This is an optimization exercise on Yosys and OpenROAD, whose aim is small area and a short achievable clock period, not a production implementation. Function was checked by simulation only, so behaviour that the tests miss may differ from the original. No activity file was given, so power comes from the tool's default toggle rates.

## exp/raven
==> flow/design.v <==
module axis_frame_capture #(
  parameter int unsigned DATA_W = 32,
  parameter int unsigned DEPTH  = 64,
  parameter int unsigned ADDR_W = $clog2(DEPTH)
) (
  input  logic                       s_aclk,
  input  logic                       src_rst,
  input  logic [DATA_W-1:0]          s_axis_tdata,
  input  logic                       s_axis_tvalid,
  output logic                       s_axis_tready,
  input  logic                       s_axis_tlast,
  input  logic                       arm,
  output logic                       busy,
  output logic                       frame_done,
  output logic [ADDR_W:0]            frame_len,
  output logic                       overflow,
  output logic [DATA_W-1:0]          peak_abs,
  output logic [DATA_W+ADDR_W:0]     sum,
  input  logic [ADDR_W-1:0]          rd_addr,
  output logic [DATA_W-1:0]          rd_data
);
  localparam int unsigned SumW = DATA_W + ADDR_W + 1;
  logic                busy_q, done_q;
  logic [ADDR_W:0]     frame_len_q;
  logic [7:0]          wr_hi_q, wr_lo_q;
  logic                overflow_q;
  logic [DATA_W-1:0]   peak_abs_q;
  logic [SumW-1:0]     sum_q;
  logic [DATA_W-1:0]   rd_data_q;
  logic                start, beat, store, clr;
  logic                sgn;
  logic [DATA_W-1:0]   sample_abs;
  logic                gt_pos, gt_neg;
  logic [DATA_W:0]     lo_sum;
  logic [ADDR_W:0]     hi_q, hi_inc, hi_dec, hi_d;
  logic [DATA_W-1:0]   mem [DEPTH];
  assign s_axis_tready = 1'b1;
  assign start = !busy_q && arm;
  assign clr   = src_rst || start;
  assign beat  = busy_q && s_axis_tvalid;
  assign store = beat && !frame_len_q[ADDR_W];
  assign sgn        = s_axis_tdata[DATA_W-1];
  axis_capture_cmp #(.W(DATA_W)) u_cmp_pos (
    .a(s_axis_tdata), .b(peak_abs_q), .gt(gt_pos), .ge()
  );
  axis_capture_cmp #(.W(DATA_W)) u_cmp_neg (
    .a(~s_axis_tdata), .b(peak_abs_q), .gt(), .ge(gt_neg)
  );
  logic [DATA_W-1:0] pk_keep, pk_new, peak_d;
  assign pk_keep = clr ? '0 : peak_abs_q;
  assign pk_new  = clr ? '0 : sample_abs;
  for (genvar q = 0; q < 4; q++) begin : g_pk
    logic sel;
    axis_capture_pksel u_sel (
      .store(store), .sgn(sgn), .gt_pos(gt_pos), .ge_neg(gt_neg), .sel(sel)
    );
    for (genvar b = 0; b < 8; b++) begin : g_bit
      axis_capture_mux2 u_mux (
        .s(sel), .a0(pk_keep[8*q+b]), .a1(pk_new[8*q+b]), .y(peak_d[8*q+b])
      );
    end
  end
  axis_capture_abs #(.W(DATA_W)) u_abs (.x(s_axis_tdata), .y(sample_abs));
  logic lo_carry;
  assign lo_sum[DATA_W-1:0] = sum_q[DATA_W-1:0] + s_axis_tdata;
  axis_capture_cmp #(.W(DATA_W)) u_carry (
    .a(sum_q[DATA_W-1:0]), .b(~s_axis_tdata), .gt(lo_carry), .ge()
  );
  assign lo_sum[DATA_W] = lo_carry;
  assign hi_q   = sum_q[SumW-1:DATA_W];
  axis_capture_incdec #(.W(ADDR_W+1)) u_incdec (.x(hi_q), .inc(hi_inc), .dec(hi_dec));
  logic [ADDR_W:0] hi_c1, hi_c0;
  assign hi_c1 = sgn ? hi_q : hi_inc;
  assign hi_c0 = sgn ? hi_dec : hi_q;
  logic [ADDR_W:0] hi_k1, hi_k0;
  assign hi_k1 = clr ? '0 : store ? hi_c1 : hi_q;
  assign hi_k0 = clr ? '0 : store ? hi_c0 : hi_q;
  for (genvar b = 0; b <= ADDR_W; b++) begin : g_hi
    axis_capture_mux2 u_mux (.s(lo_sum[DATA_W]), .a0(hi_k0[b]), .a1(hi_k1[b]), .y(hi_d[b]));
  end
  always_ff @(posedge s_aclk) begin
    peak_abs_q         <= peak_d;
    sum_q[SumW-1:DATA_W] <= hi_d;
  end
  always_ff @(posedge s_aclk) begin
    if (clr) begin
      frame_len_q <= '0;
      wr_hi_q     <= 8'd1;
      wr_lo_q     <= 8'd1;
      overflow_q  <= 1'b0;
      sum_q[DATA_W-1:0] <= '0;
    end else if (store) begin
      frame_len_q <= frame_len_q + (ADDR_W+1)'(1);
      wr_lo_q     <= {wr_lo_q[6:0], wr_lo_q[7]};
      if (wr_lo_q[7]) wr_hi_q <= {wr_hi_q[6:0], wr_hi_q[7]};
      sum_q[DATA_W-1:0] <= lo_sum[DATA_W-1:0];
    end else if (beat) begin
      overflow_q <= 1'b1;
    end
  end
  always_ff @(posedge s_aclk) begin
    if (src_rst) begin
      busy_q <= 1'b0;
      done_q <= 1'b0;
    end else if (start) begin
      busy_q <= 1'b1;
      done_q <= 1'b0;
    end else if (beat && s_axis_tlast) begin
      busy_q <= 1'b0;
      done_q <= 1'b1;
    end
  end
  always_ff @(posedge s_aclk) begin
    for (int i = 0; i < DEPTH; i++)
      if (store && wr_hi_q[i/8] && wr_lo_q[i%8]) mem[i] <= s_axis_tdata;
  end
  logic [7:0]        rd_hi, rd_lo;
  logic [DEPTH-1:0]  rd_sel;
  logic [DATA_W-1:0] rd_mux;
  logic [DATA_W-1:0] rd_g  [22];
  always_comb begin
    for (int i = 0; i < 8; i++) begin
      rd_hi[i] = !src_rst && (rd_addr[5:3] == 3'(i));
      rd_lo[i] = (rd_addr[2:0] == 3'(i));
    end
    for (int i = 0; i < DEPTH; i++) rd_sel[i] = rd_hi[i/8] && rd_lo[i%8];
  end
  for (genvar g = 0; g < 21; g++) begin : g_aoi
    for (genvar b = 0; b < DATA_W; b++) begin : g_bit
      axis_capture_aoi222 u_aoi (
        .a0(mem[3*g][b]),   .s0(rd_sel[3*g]),
        .a1(mem[3*g+1][b]), .s1(rd_sel[3*g+1]),
        .a2(mem[3*g+2][b]), .s2(rd_sel[3*g+2]),
        .y (rd_g[g][b])
      );
    end
  end
  assign rd_g[21] = ~(mem[63] & {DATA_W{rd_sel[63]}});
  logic [DATA_W-1:0] rd_p [11];
  logic [DATA_W-1:0] rd_q [4];
  for (genvar b = 0; b < DATA_W; b++) begin : g_comb
    for (genvar k = 0; k < 11; k++) begin : g_n2
      axis_capture_nand2 u_n2 (.a(rd_g[2*k][b]), .b(rd_g[2*k+1][b]), .y(rd_p[k][b]));
    end
    for (genvar k = 0; k < 3; k++) begin : g_r3
      axis_capture_nor3 u_r3 (.a(rd_p[3*k][b]), .b(rd_p[3*k+1][b]), .c(rd_p[3*k+2][b]), .y(rd_q[k][b]));
    end
    axis_capture_nor3 u_r3l (.a(rd_p[9][b]), .b(rd_p[10][b]), .c(1'b0), .y(rd_q[3][b]));
    axis_capture_nand4 u_n4 (.a(rd_q[0][b]), .b(rd_q[1][b]), .c(rd_q[2][b]), .d(rd_q[3][b]), .y(rd_mux[b]));
  end
  always_ff @(posedge s_aclk) rd_data_q <= rd_mux;
  assign busy       = busy_q;
  assign frame_done = done_q;
  assign frame_len  = frame_len_q;
  assign overflow   = overflow_q;
  assign peak_abs   = peak_abs_q;
  assign sum        = sum_q;
  assign rd_data    = rd_data_q;
endmodule
module axis_capture_aoi222 (
  input  logic a0, s0, a1, s1, a2, s2,
  output logic y
);
  assign y = ~((a0 & s0) | (a1 & s1) | (a2 & s2));
endmodule
module axis_capture_incdec #(
  parameter int unsigned W = 7
) (
  input  logic [W-1:0] x,
  output logic [W-1:0] inc,
  output logic [W-1:0] dec
);
  assign inc = x + W'(1);
  assign dec = x - W'(1);
endmodule
module axis_capture_cmp #(
  parameter int unsigned W = 32
) (
  input  logic [W-1:0] a,
  input  logic [W-1:0] b,
  output logic         gt,
  output logic         ge
);
  localparam int unsigned L = $clog2(W);
  logic [W-1:0] g [L+1];
  logic [W-1:0] e [L+1];
  assign g[0] = a & ~b;
  assign e[0] = a | ~b;
  for (genvar l = 0; l < L; l++) begin : g_lvl
    for (genvar i = 0; i < (W >> (l + 1)); i++) begin : g_node
      if (l % 2 == 0) begin : g_aoi
        axis_capture_aoi21 u_g (.a(e[l][2*i+1]), .b(g[l][2*i]), .c(g[l][2*i+1]), .y(g[l+1][i]));
        axis_capture_aoi21 u_e (.a(e[l][2*i+1]), .b(e[l][2*i]), .c(g[l][2*i+1]), .y(e[l+1][i]));
      end else begin : g_oai
        axis_capture_oai21 u_g (.a(e[l][2*i+1]), .b(g[l][2*i]), .c(g[l][2*i+1]), .y(g[l+1][i]));
        axis_capture_oai21 u_e (.a(e[l][2*i+1]), .b(e[l][2*i]), .c(g[l][2*i+1]), .y(e[l+1][i]));
      end
    end
    for (genvar i = (W >> (l + 1)); i < W; i++) begin : g_pad
      assign g[l+1][i] = 1'b0;
      assign e[l+1][i] = 1'b0;
    end
  end
  assign gt = (L % 2 == 1) ? ~g[L][0] : g[L][0];
  assign ge = (L % 2 == 1) ? ~e[L][0] : e[L][0];
endmodule
module axis_capture_aoi21 (input logic a, b, c, output logic y);
  assign y = ~((a & b) | c);
endmodule
module axis_capture_oai21 (input logic a, b, c, output logic y);
  assign y = ~((a | b) & c);
endmodule
module axis_capture_mux2 (input logic s, a0, a1, output logic y);
  assign y = s ? a1 : a0;
endmodule
module axis_capture_pksel (input logic store, sgn, gt_pos, ge_neg, output logic sel);
  assign sel = store && (sgn ? ge_neg : gt_pos);
endmodule
module axis_capture_abs #(
  parameter int unsigned W = 32
) (
  input  logic [W-1:0] x,
  output logic [W-1:0] y
);
  localparam int unsigned L = $clog2(W);
  logic [W-1:0] o [L+1];
  always_comb begin
    o[0] = {x[W-2:0], 1'b0};
    for (int l = 0; l < L; l++)
      for (int i = 0; i < W; i++)
        o[l+1][i] = (i >= (1 << l)) ? (o[l][i] | o[l][i - (1 << l)]) : o[l][i];
    y = x ^ ({W{x[W-1]}} & o[L]);
  end
endmodule
module axis_capture_nand2 (input logic a, b, output logic y);
  assign y = ~(a & b);
endmodule
module axis_capture_nor3 (input logic a, b, c, output logic y);
  assign y = ~(a | b | c);
endmodule
module axis_capture_nand4 (input logic a, b, c, d, output logic y);
  assign y = ~(a & b & c & d);
endmodule
clock: 5.0 ns
lec_check: 0
cap_margin: 20
core_margin: 2
core_utilization: 65
cts_buf_list: sky130_fd_sc_hd__clkbuf_16
cts_cluster_diameter: 100
cts_cluster_size: 24
place_density: 0.75
setup_slack_margin: 2.6
slew_margin: 60
synth_hierarchical: 1
synth_minimum_keep_size: 0
standard.sh (not shown) runs the stock make flow with config.mk's settings and CLKGATE_MAP_FILE= SYNTH_SCRIPT=/design/flow/synth_recipe.tcl, a recipe that flattens the netlist after the stock synthesis.
==> flow/flow/run.sh <==
#!/bin/bash
# Standard layout, but ports get a plain buffer instead of the slow default port buffer.
set -euo pipefail
export BUFFER_PORTS_ARGS="-buffer_cell sky130_fd_sc_hd__buf_2"
bash standard.sh > standard.log 2>&1
> inputs changed (exp/raven -> exp/zinc)
-- flow/design.v --
<<< exp/raven, line 111
    end
  end
  always_ff @(posedge s_aclk) begin
    for (int i = 0; i < DEPTH; i++)
      if (store && wr_hi_q[i/8] && wr_lo_q[i%8]) mem[i] <= s_axis_tdata;
  end
  logic [7:0]        rd_hi, rd_lo;
>>> exp/zinc, line 111
    end
  end
  logic [DEPTH-1:0] wen_l, wen_h;
  for (genvar i = 0; i < DEPTH; i++) begin : g_wen
    axis_capture_and3 u_l (.a(store), .b(wr_hi_q[i/8]), .c(wr_lo_q[i%8]), .y(wen_l[i]));
    axis_capture_and3 u_h (.a(store), .b(wr_hi_q[i/8]), .c(wr_lo_q[i%8]), .y(wen_h[i]));
  end
  always_ff @(posedge s_aclk) begin
    for (int i = 0; i < DEPTH; i++) begin
      if (wen_l[i]) mem[i][DATA_W/2-1:0]      <= s_axis_tdata[DATA_W/2-1:0];
      if (wen_h[i]) mem[i][DATA_W-1:DATA_W/2] <= s_axis_tdata[DATA_W-1:DATA_W/2];
    end
  end
  logic [7:0]        rd_hi, rd_lo;
<<< exp/raven, line 137
  end
  assign rd_g[21] = ~(mem[63] & {DATA_W{rd_sel[63]}});
  logic [DATA_W-1:0] rd_p [11];
  logic [DATA_W-1:0] rd_q [4];
  for (genvar b = 0; b < DATA_W; b++) begin : g_comb
    for (genvar k = 0; k < 11; k++) begin : g_n2
      axis_capture_nand2 u_n2 (.a(rd_g[2*k][b]), .b(rd_g[2*k+1][b]), .y(rd_p[k][b]));
    end
    for (genvar k = 0; k < 3; k++) begin : g_r3
      axis_capture_nor3 u_r3 (.a(rd_p[3*k][b]), .b(rd_p[3*k+1][b]), .c(rd_p[3*k+2][b]), .y(rd_q[k][b]));
    end
    axis_capture_nor3 u_r3l (.a(rd_p[9][b]), .b(rd_p[10][b]), .c(1'b0), .y(rd_q[3][b]));
    axis_capture_nand4 u_n4 (.a(rd_q[0][b]), .b(rd_q[1][b]), .c(rd_q[2][b]), .d(rd_q[3][b]), .y(rd_mux[b]));
  end
>>> exp/zinc, line 144
  end
  assign rd_g[21] = ~(mem[63] & {DATA_W{rd_sel[63]}});
  logic [DATA_W-1:0] rd_p [8];
  logic [DATA_W-1:0] rd_q [4];
  for (genvar b = 0; b < DATA_W; b++) begin : g_comb
    for (genvar k = 0; k < 7; k++) begin : g_n3
      axis_capture_nand3 u_n3 (.a(rd_g[3*k][b]), .b(rd_g[3*k+1][b]), .c(rd_g[3*k+2][b]), .y(rd_p[k][b]));
    end
    assign rd_p[7][b] = ~rd_g[21][b];
    for (genvar k = 0; k < 4; k++) begin : g_r2
      axis_capture_nor2 u_r2 (.a(rd_p[2*k][b]), .b(rd_p[2*k+1][b]), .y(rd_q[k][b]));
    end
    axis_capture_nand4 u_n4 (.a(rd_q[0][b]), .b(rd_q[1][b]), .c(rd_q[2][b]), .d(rd_q[3][b]), .y(rd_mux[b]));
  end
<<< exp/raven, line 233
  end
endmodule
module axis_capture_nand2 (input logic a, b, output logic y);
  assign y = ~(a & b);
endmodule
module axis_capture_nor3 (input logic a, b, c, output logic y);
  assign y = ~(a | b | c);
endmodule
module axis_capture_nand4 (input logic a, b, c, d, output logic y);
  assign y = ~(a & b & c & d);
endmodule
>>> exp/zinc, line 240
  end
endmodule
module axis_capture_nand3 (input logic a, b, c, output logic y);
  assign y = ~(a & b & c);
endmodule
module axis_capture_nor2 (input logic a, b, output logic y);
  assign y = ~(a | b);
endmodule
module axis_capture_nand4 (input logic a, b, c, d, output logic y);
  assign y = ~(a & b & c & d);
endmodule
module axis_capture_and3 (input logic a, b, c, output logic y);
  assign y = a & b & c;
endmodule
### Flow results
There was hardly any difference in sequential power between exp/zinc and exp/raven.
Relative to exp/raven, number of cells on the worst reg-to-reg path has increased by 2 in exp/zinc.
[exp/zinc] number of filler cells placed in the layout rose 52 relative to exp/raven
Final period utilization was lower in the run labelled exp/zinc.
Delta (exp/zinc minus exp/raven): die area down about 0.6%; register area flat; proportion of power drawn by the clock network up 0.4 points; iteration count of the initial detailed-routing pass up 1.

==> re-timing with driven ports <==
How much do the figures lean on ideal ports? The routed layouts below were timed once more, with nothing changed but the port constraints.
Step 1 (the two cells are an assumption about what drives the block):
set clk [get_ports {s_aclk}]
set_driving_cell -lib_cell sky130_fd_sc_hd__clkbuf_16 $clk
set_driving_cell -lib_cell sky130_fd_sc_hd__buf_2 [delete_from_list [all_inputs] $clk]
Step 2 times the ports against the registers' clock, not the clock port: input delays grow and output delays shrink by t, the midpoint of the rising clock arrivals with the driver on.
a / b / c = ideal ports / drivers / drivers and shift; a / b = the first two.
run	t (ns)	setup slack, ns	worst hold slack (ns)	worst setup path at the end
exp/raven	0.826	2.368 / 2.248 / 1.422	0.490 / 0.488 / 0.490	input to register
exp/zinc	0.835	2.490 / 2.338 / 1.503	0.434 / 0.395 / 0.488	input to register
After both steps setup and hold are still met in every run listed. For exp/zinc, which loses most, drivers alone change the setup slack by -0.152 ns; drivers and shift together by -0.987 ns.
